This is an optimization exercise on Yosys and OpenROAD, whose aim is small area, not a production implementation. The RTL was checked by simulation tests, not by an equivalence proof against the original design. The clock port is modelled as an ideal driver; clocking choices that lean on that would not hold on a real chip. Power is estimated from default activity; no workload was simulated.

==> 06-16: inputs <==
==> flow/design.v <==
package regfile_pkg;
  localparam int unsigned DEF_DATA_W = 32;
  localparam int unsigned DEF_ADDR_W = 5;
  typedef logic [DEF_ADDR_W-1:0] reg_addr_t;
  typedef logic [DEF_DATA_W-1:0] reg_data_t;
  localparam reg_addr_t REG_ZERO = '0;
endpackage
module regfile_aoi3 (
  input  logic [2:0] s,
  input  logic [2:0] d,
  output logic       y_n
);
  assign y_n = !(|(s & d));
endmodule
module regfile_rdport
#(
  parameter int unsigned DATA_W = regfile_pkg::DEF_DATA_W,
  parameter int unsigned ADDR_W = regfile_pkg::DEF_ADDR_W
) (
  input  logic [(2**ADDR_W)-1:1][DATA_W-1:0] mem,
  input  logic [(2**ADDR_W)-1:1]             busy,
  input  logic [(2**ADDR_W)-1:1]             sel,
  output logic [DATA_W-1:0]                  rdata,
  output logic                               rbusy
);
  localparam int unsigned NREG = 2**ADDR_W - 1;
  localparam int unsigned NGRP = NREG / 3;
  logic [DATA_W:0][NREG-1:0] col;
  logic [NREG-1:0]           selX;
  logic [DATA_W:0]           out;
  always_comb begin
    for (int r = 1; r <= NREG; r++) begin
      selX[r-1] = sel[r];
      for (int b = 0; b < DATA_W; b++) col[b][r-1] = mem[r][b];
      col[DATA_W][r-1] = busy[r];
    end
  end
  for (genvar b = 0; b <= DATA_W; b++) begin : g_bit
    logic [NGRP-1:0] grp_n;
    logic            rest;
    for (genvar g = 0; g < NGRP; g++) begin : g_grp
      regfile_aoi3 u_aoi (
        .s   (selX[3*g +: 3]),
        .d   (col[b][3*g +: 3]),
        .y_n (grp_n[g])
      );
    end
    always_comb begin
      rest = 1'b0;
      for (int r = 3*NGRP; r < NREG; r++) rest = rest | (selX[r] & col[b][r]);
    end
    assign out[b] = !(&grp_n) || rest;
  end
  assign rdata = out[DATA_W-1:0];
  assign rbusy = out[DATA_W];
endmodule
module regfile_row
#(
  parameter int unsigned DATA_W = regfile_pkg::DEF_DATA_W
) (
  input  logic              clk,
  input  logic              load,
  input  logic              hold,
  input  logic [DATA_W-1:0] d,
  output logic [DATA_W-1:0] q
);
  always_ff @(posedge clk) begin
    q <= ({DATA_W{load}} & d) | ({DATA_W{hold}} & q);
  end
endmodule
module regfile_sb
#(
  parameter int unsigned DATA_W = regfile_pkg::DEF_DATA_W,
  parameter int unsigned ADDR_W = regfile_pkg::DEF_ADDR_W,
  parameter int unsigned NUM_RD = 2,
  parameter int unsigned CNT_W  = ADDR_W + 1
) (
  input  logic                     clk,
  input  logic                     rst,
  input  logic                     we,
  input  logic [ADDR_W-1:0]        waddr,
  input  logic [DATA_W-1:0]        wdata,
  input  logic [NUM_RD*ADDR_W-1:0] raddr,
  output logic [NUM_RD*DATA_W-1:0] rdata,
  output logic [NUM_RD-1:0]        rbusy,
  input  logic                     issue_valid,
  input  logic [ADDR_W-1:0]        issue_dst,
  input  logic                     flush,
  output logic [CNT_W-1:0]         pend_cnt,
  output logic                     any_busy
);
  localparam int unsigned DEPTH = 2**ADDR_W;
  logic [DEPTH-1:1][DATA_W-1:0] memQ;
  logic [DEPTH-1:1]             busyQ, busyD;
  logic [DEPTH-1:1]             wrSel, isSel;
  logic [CNT_W-1:0]             cntQ, cntD;
  logic                         inc, dec;
  for (genvar r = 1; r < DEPTH; r++) begin : g_row
    assign wrSel[r] = we && (waddr == ADDR_W'(r));
    assign isSel[r] = issue_valid && (issue_dst == ADDR_W'(r));
    regfile_row #(.DATA_W(DATA_W)) u_row (
      .clk  (clk),
      .load (!rst && wrSel[r]),
      .hold (!rst && !wrSel[r]),
      .d    (wdata),
      .q    (memQ[r])
    );
  end
  always_comb begin
    busyD = '0;
    inc   = 1'b0;
    dec   = 1'b0;
    for (int r = 1; r < DEPTH; r++) begin
      busyD[r] = !flush && (isSel[r] || (busyQ[r] && !wrSel[r]));
      inc = inc || (isSel[r] && !busyQ[r]);
      dec = dec || (wrSel[r] && busyQ[r] && !isSel[r]);
    end
    if (flush)    cntD = '0;
    else if (inc && !dec) cntD = cntQ + CNT_W'(1);
    else if (dec && !inc) cntD = cntQ - CNT_W'(1);
    else          cntD = cntQ;
  end
  always_ff @(posedge clk) begin
    if (rst) begin
      busyQ <= '0;
      cntQ  <= '0;
    end else begin
      busyQ <= busyD;
      cntQ  <= cntD;
    end
  end
  assign pend_cnt = cntQ;
  assign any_busy = (cntQ != '0);
  for (genvar i = 0; i < NUM_RD; i++) begin : g_rd
    logic [DEPTH-1:1] sel;
    for (genvar r = 1; r < DEPTH; r++) begin : g_sel
      assign sel[r] = (raddr[i*ADDR_W +: ADDR_W] == ADDR_W'(r));
    end
    regfile_rdport #(
      .DATA_W(DATA_W),
      .ADDR_W(ADDR_W)
    ) u_rdport (
      .mem    (memQ),
      .busy   (busyQ),
      .sel    (sel),
      .rdata  (rdata[i*DATA_W +: DATA_W]),
      .rbusy  (rbusy[i])
    );
  end
endmodule
==> flow/flow/run.sh <==
#!/bin/bash
# The standard layout, with two changes passed to ORFS through its own
# variables: the port buffers are the smallest buffer cell, and clock tree
# synthesis uses larger sink clusters and inserts no dummy loads.
set -euo pipefail
export BUFFER_PORTS_ARGS="-buffer_cell sky130_fd_sc_hd__buf_1"
export CTS_ARGS="-sink_clustering_enable -repair_clock_nets -dont_use_dummy_load -sink_clustering_size 24 -sink_clustering_max_diameter 80"
bash standard.sh > standard.log 2>&1
==> flow/standard.sh <==
#!/bin/bash
# synth_recipe.tcl (not shown) runs the flow's synth.tcl, then flattens the netlist and writes it again
# the make line also repeats each setting of config.mk as NAME=value (left out here)
make -C /OpenROAD-flow-scripts/flow DESIGN_CONFIG=/design/flow/config.mk WORK_HOME=/design/flow/orfs CLKGATE_MAP_FILE= SYNTH_SCRIPT=/design/flow/synth_recipe.tcl "${@:-finish}"
==> flow/config.mk <==
export PLATFORM = sky130hd
export DESIGN_NAME = regfile_sb
export DESIGN_NICKNAME = regfile_sb
export VERILOG_FILES = /design/flow/design.v
export SDC_FILE = /design/flow/constraint.sdc
export NUM_CORES = 4
export LEC_CHECK = 0
export CAP_MARGIN = 20
export CORE_MARGIN = 2
export CORE_UTILIZATION = 60
export PLACE_DENSITY = 0.7
export SLEW_MARGIN = 20
export SYNTH_HIERARCHICAL = 1
==> flow/constraint.sdc <==
create_clock -name core_clock -period 7.0 [get_ports {clk}]
set_input_delay 1.4000 -clock core_clock [delete_from_list [all_inputs] [get_ports {clk}]]
set_output_delay 1.4000 -clock core_clock [all_outputs]
set_load 0.01 [all_outputs]
==> 05-26 (differences from 06-16) <==
==> flow/design.v (replaced) <==
package regfile_pkg;
  localparam int unsigned DEF_DATA_W = 32;
  localparam int unsigned DEF_ADDR_W = 5;
  typedef logic [DEF_ADDR_W-1:0] reg_addr_t;
  typedef logic [DEF_DATA_W-1:0] reg_data_t;
  localparam reg_addr_t REG_ZERO = '0;
endpackage
module regfile_rdport
#(
  parameter int unsigned DATA_W = regfile_pkg::DEF_DATA_W,
  parameter int unsigned ADDR_W = regfile_pkg::DEF_ADDR_W
) (
  input  logic [(2**ADDR_W)-1:0][DATA_W-1:0] mem,
  input  logic [(2**ADDR_W)-1:0]             busy,
  input  logic [ADDR_W-1:0]                  raddr,
  output logic [DATA_W-1:0]                  rdata,
  output logic                               rbusy
);
  logic isZero;
  always_comb begin
    isZero = (raddr == ADDR_W'(regfile_pkg::REG_ZERO));
    rdata  = isZero ? '0 : mem[raddr];
    rbusy  = isZero ? 1'b0 : busy[raddr];
  end
endmodule
module regfile_sb
#(
  parameter int unsigned DATA_W = regfile_pkg::DEF_DATA_W,
  parameter int unsigned ADDR_W = regfile_pkg::DEF_ADDR_W,
  parameter int unsigned NUM_RD = 2,
  parameter int unsigned CNT_W  = ADDR_W + 1
) (
  input  logic                     clk,
  input  logic                     rst,
  input  logic                     we,
  input  logic [ADDR_W-1:0]        waddr,
  input  logic [DATA_W-1:0]        wdata,
  input  logic [NUM_RD*ADDR_W-1:0] raddr,
  output logic [NUM_RD*DATA_W-1:0] rdata,
  output logic [NUM_RD-1:0]        rbusy,
  input  logic                     issue_valid,
  input  logic [ADDR_W-1:0]        issue_dst,
  input  logic                     flush,
  output logic [CNT_W-1:0]         pend_cnt,
  output logic                     any_busy
);
  localparam int unsigned DEPTH = 2**ADDR_W;
  logic [DEPTH-1:0][DATA_W-1:0] memQ;
  logic [DEPTH-1:0]             busyQ, busyD;
  logic [CNT_W-1:0]             cntQ, cntD;
  logic                         wrHit, setHit;
  assign wrHit  = we && (waddr != ADDR_W'(regfile_pkg::REG_ZERO));
  assign setHit = issue_valid && (issue_dst != ADDR_W'(regfile_pkg::REG_ZERO));
  always_comb begin
    busyD = busyQ;
    if (flush) begin
      busyD = '0;
    end else begin
      if (wrHit)  busyD[waddr]     = 1'b0;
      if (setHit) busyD[issue_dst] = 1'b1;
    end
  end
  always_comb begin
    cntD = cntQ;
    if (flush) begin
      cntD = '0;
    end else begin
      if (setHit && !busyQ[issue_dst]) cntD = cntD + CNT_W'(1);
      if (wrHit && busyQ[waddr] && !(setHit && (issue_dst == waddr))) cntD = cntD - CNT_W'(1);
    end
  end
  always_ff @(posedge clk) begin
    if (rst) begin
      memQ  <= '0;
      busyQ <= '0;
      cntQ  <= '0;
    end else begin
      if (wrHit) memQ[waddr] <= wdata;
      busyQ <= busyD;
      cntQ  <= cntD;
    end
  end
  assign pend_cnt = cntQ;
  assign any_busy = (cntQ != '0);
  for (genvar i = 0; i < NUM_RD; i++) begin : g_rd
    regfile_rdport #(
      .DATA_W(DATA_W),
      .ADDR_W(ADDR_W)
    ) u_rdport (
      .mem    (memQ),
      .busy   (busyQ),
      .raddr  (raddr[i*ADDR_W +: ADDR_W]),
      .rdata  (rdata[i*DATA_W +: DATA_W]),
      .rbusy  (rbusy[i])
    );
  end
endmodule
==> flow/run.sh (new file) <==
#!/bin/bash
# synth_recipe.tcl (not shown) runs the flow's synth.tcl, then flattens the netlist and writes it again
# the make line also repeats each setting of config.mk as NAME=value (left out here)
make -C /OpenROAD-flow-scripts/flow DESIGN_CONFIG=/design/flow/config.mk WORK_HOME=/design/flow/orfs CLKGATE_MAP_FILE= SYNTH_SCRIPT=/design/flow/synth_recipe.tcl finish
CORE_UTILIZATION = 40   (was 60)
PLACE_DENSITY = default   (was 0.7)
SYNTH_HIERARCHICAL = default   (was 1)
removed: flow/flow/run.sh
removed: flow/standard.sh
==> 03-18 (differences from 06-16) <==
==> flow/flow/run.sh (replaced) <==
#!/bin/bash
# The standard layout, with three changes passed to ORFS through its own
# variables: the port buffers are the smallest buffer cell; clock tree
# synthesis uses larger sink clusters and inserts no dummy loads; and after
# clock tree synthesis flow/downsize.tcl gives each combinational cell the
# smallest drive strength that keeps timing and the slew and capacitance
# limits, and after the repairs that follow global routing it does so again
# on global-route parasitics (flow/grt_hook.tcl).
set -euo pipefail
export BUFFER_PORTS_ARGS="-buffer_cell sky130_fd_sc_hd__buf_1"
export CTS_ARGS="-sink_clustering_enable -repair_clock_nets -dont_use_dummy_load -sink_clustering_size 28 -sink_clustering_max_diameter 85"
export POST_CTS_TCL="$PWD/flow/downsize.tcl"
export PRE_GLOBAL_ROUTE_TCL="$PWD/flow/grt_hook.tcl"
bash standard.sh > standard.log 2>&1
==> flow/flow/downsize.tcl (new file) <==
# Area recovery: give each combinational cell the smallest drive strength of
# its own function that keeps setup slack above a margin and adds no max-slew
# or max-capacitance violation. Clock-tree cells and registers are left alone.
proc ds_area { m } { return [get_property [get_lib_cells $m] area] }
if { ![info exists ::ds_slew_min] } { set ::ds_slew_min 0.0 }
if { ![info exists ::ds_cap_min] } { set ::ds_cap_min 0.0 }
if { ![info exists ::ds_margin] } { set ::ds_margin [expr 0.5e-9] }
# Each bound is the given one or, where the design already falls short of
# it, what the design has now: a change may not make any of them worse.
set ::ds_margin [expr min($::ds_margin, [sta::worst_slack_cmd max])]
set ::ds_slew_min [expr min($::ds_slew_min, [sta::max_slew_check_slack_limit])]
set ::ds_cap_min [expr min($::ds_cap_min, [sta::max_capacitance_check_slack_limit])]
proc ds_ok { margin } {
  if { [sta::worst_slack_cmd max] < $margin } { return 0 }
  if { [sta::max_slew_violation_count] > 0 } { return 0 }
  if { [sta::max_capacitance_violation_count] > 0 } { return 0 }
  if { [sta::max_slew_check_slack_limit] < $::ds_slew_min } { return 0 }
  if { [sta::max_capacitance_check_slack_limit] < $::ds_cap_min } { return 0 }
  return 1
}
set ds_lib sky130_fd_sc_hd__
set ds_before 0.0
set ds_after 0.0
set ds_count 0
foreach inst [get_cells *] {
  set name [get_full_name $inst]
  set m [get_property $inst ref_name]
  if { ![regexp "^${ds_lib}(\[a-z0-9]+)_(\[0-9]+)\$" $m -> base size] } { continue }
  if { [regexp {^(df|edf|sdf|dl|tap|fill|decap|conb|diode|lpflow)} $base] } { continue }
  # Clock-tree cells (CTS names them clkbuf_* and clkload*, and they drive
  # the clock net) stay as CTS sized them.
  if { [regexp {^clk} $name] } { continue }
  if { [regexp {^clk} $base] } {
    set outs [get_nets -quiet -of_objects [get_pins -of_objects $inst -filter "direction==output"]]
    if { [llength $outs] == 0 || [regexp {clk} [get_full_name [lindex $outs 0]]] } { continue }
  }
  set cands {}
  foreach s {0 1 2 4 6 8 12 16} {
    if { $s >= $size } { break }
    set c ${ds_lib}${base}_$s
    if { [llength [get_lib_cells -quiet $c]] > 0 } { lappend cands $c }
  }
  if { [llength $cands] == 0 } { continue }
  set a0 [ds_area $m]
  foreach c $cands {
    replace_cell $name $c
    if { [ds_ok $::ds_margin] } {
      set ds_before [expr $ds_before + $a0]
      set ds_after [expr $ds_after + [ds_area $c]]
      incr ds_count
      set m ""
      break
    }
  }
  if { $m ne "" } { replace_cell $name $m }
}
puts "downsize: $ds_count cells, area $ds_before -> $ds_after"
==> flow/flow/grt_hook.tcl (new file) <==
# Sourced before global routing. ORFS calls recover_power_helper between an
# incremental global-route start and end, after its repairs with global-route
# parasitics; in its place, downsize again on those parasitics, keeping 5%
# headroom on slew and capacitance, so the rerouted nets follow the new cells.
set ::grt_hook_dir [file dirname [file normalize [info script]]]
proc recover_power_helper { } {
  set ::ds_slew_min 0.05
  set ::ds_cap_min 0.05
  set ::ds_margin [expr 0.5e-9]
  uplevel #0 [list source [file join $::grt_hook_dir downsize.tcl]]
}
CORE_UTILIZATION = 40   (was 60)
PLACE_DENSITY = default   (was 0.7)
SETUP_SLACK_MARGIN = 0.3   (was default)
==> 01-27 (differences from 06-16) <==
CAP_MARGIN = 0   (was 20)
CORE_UTILIZATION = 40   (was 60)
PLACE_DENSITY = default   (was 0.7)
SLEW_MARGIN = 0   (was 20)
==> qor summary <==
metric	05-26	06-16	03-18	01-27
Setup violation total in the final timing report	0	0	1	0
Hold buffer count at CTS	0	0	-	0
Number of resized instances in the post-cts repair step	0	0	-	0
CTS root buf	clkbuf_16	clkbuf_16	-	clkbuf_16
Post-detailed-routing wire length	210 mm	204 mm	196 mm	196 mm
Simple-gate area share of the yosys netlist	0.157	0.0622	0.0622	0.0622
Top fanout value on the critical path	55	20	17	21
Sum of met2 wire segment lengths after detailed routing	90.8 mm	79.8 mm	77.8 mm	77.5 mm
Most common library cell in the layout ignoring fill and taps	nand2_1	dfxtp_1	dfxtp_1	dfxtp_1
Switching power	3.47 mW	2.57 mW	2.51 mW	2.59 mW
Reg2reg path depth	9	13	13	13
Number of combinational gates with multiple inputs	4053	2360	2360	2360
ClkCell Share	0.0639	0.0272	0.0252	0.0278
Average via count per standard cell	6.26	9.27	8.00	8.00
Post-synthesis cell area	54400 um2	42700 um2	42700 um2	42700 um2
Part of the total power dissipated in the clock network	0.469	0.323	0.317	0.329
Count of mapped cells out of synthesis	5711	3641	3641	3641
Max H-tree Level	3	2	-	2
Max_cap viols	0	0	1	0
WP data arrival	4.72 ns	4.67 ns	5.67 ns	4.79 ns
Area fraction in compound gates after synthesis	0.0921	0.394	0.394	0.394
Final HPWL DP	124 mm	119 mm	114 mm	113 mm
Outcome	finished clean	finished clean	failed layout checks	finished clean
Violated checks	-	-	capacitance limit, slew limit, setup timing	-
Drt wl/cell	28.2 um	43.3 um	38.1 um	38.3 um

[port drivers added, routing unchanged]
The flow's constraints put no driver on any port. The routed layouts listed below were extracted and timed again, unchanged, in two steps. Step 1: set_driving_cell puts a clkbuf_16 on clk and a buf_2 on each other input, an assumption about the parent block. Step 2 adds t to the input delays and takes it off the output delays; t is the mean of the earliest and latest rising clock arrival at the registers after step 1. Input paths then give back, and output paths get back, about the clock's delay inside the block. a / b / c = no drivers / after step 1 / after step 2; a / b = the first two.
run	t (ns)	setup slack, ns	worst setup path after step 2
06-16	0.706	0.932 / 0.858 / 0.858	input to output
05-26	0.819	0.884 / 0.816 / 0.738	input to register
03-18	0.693	-0.074 / -0.111 / -0.111	input to output
01-27	0.724	0.807 / 0.764 / 0.764	input to output
The setup slack of 05-26, which loses most, moves by -0.068 ns with the drivers and by -0.146 ns with both steps.
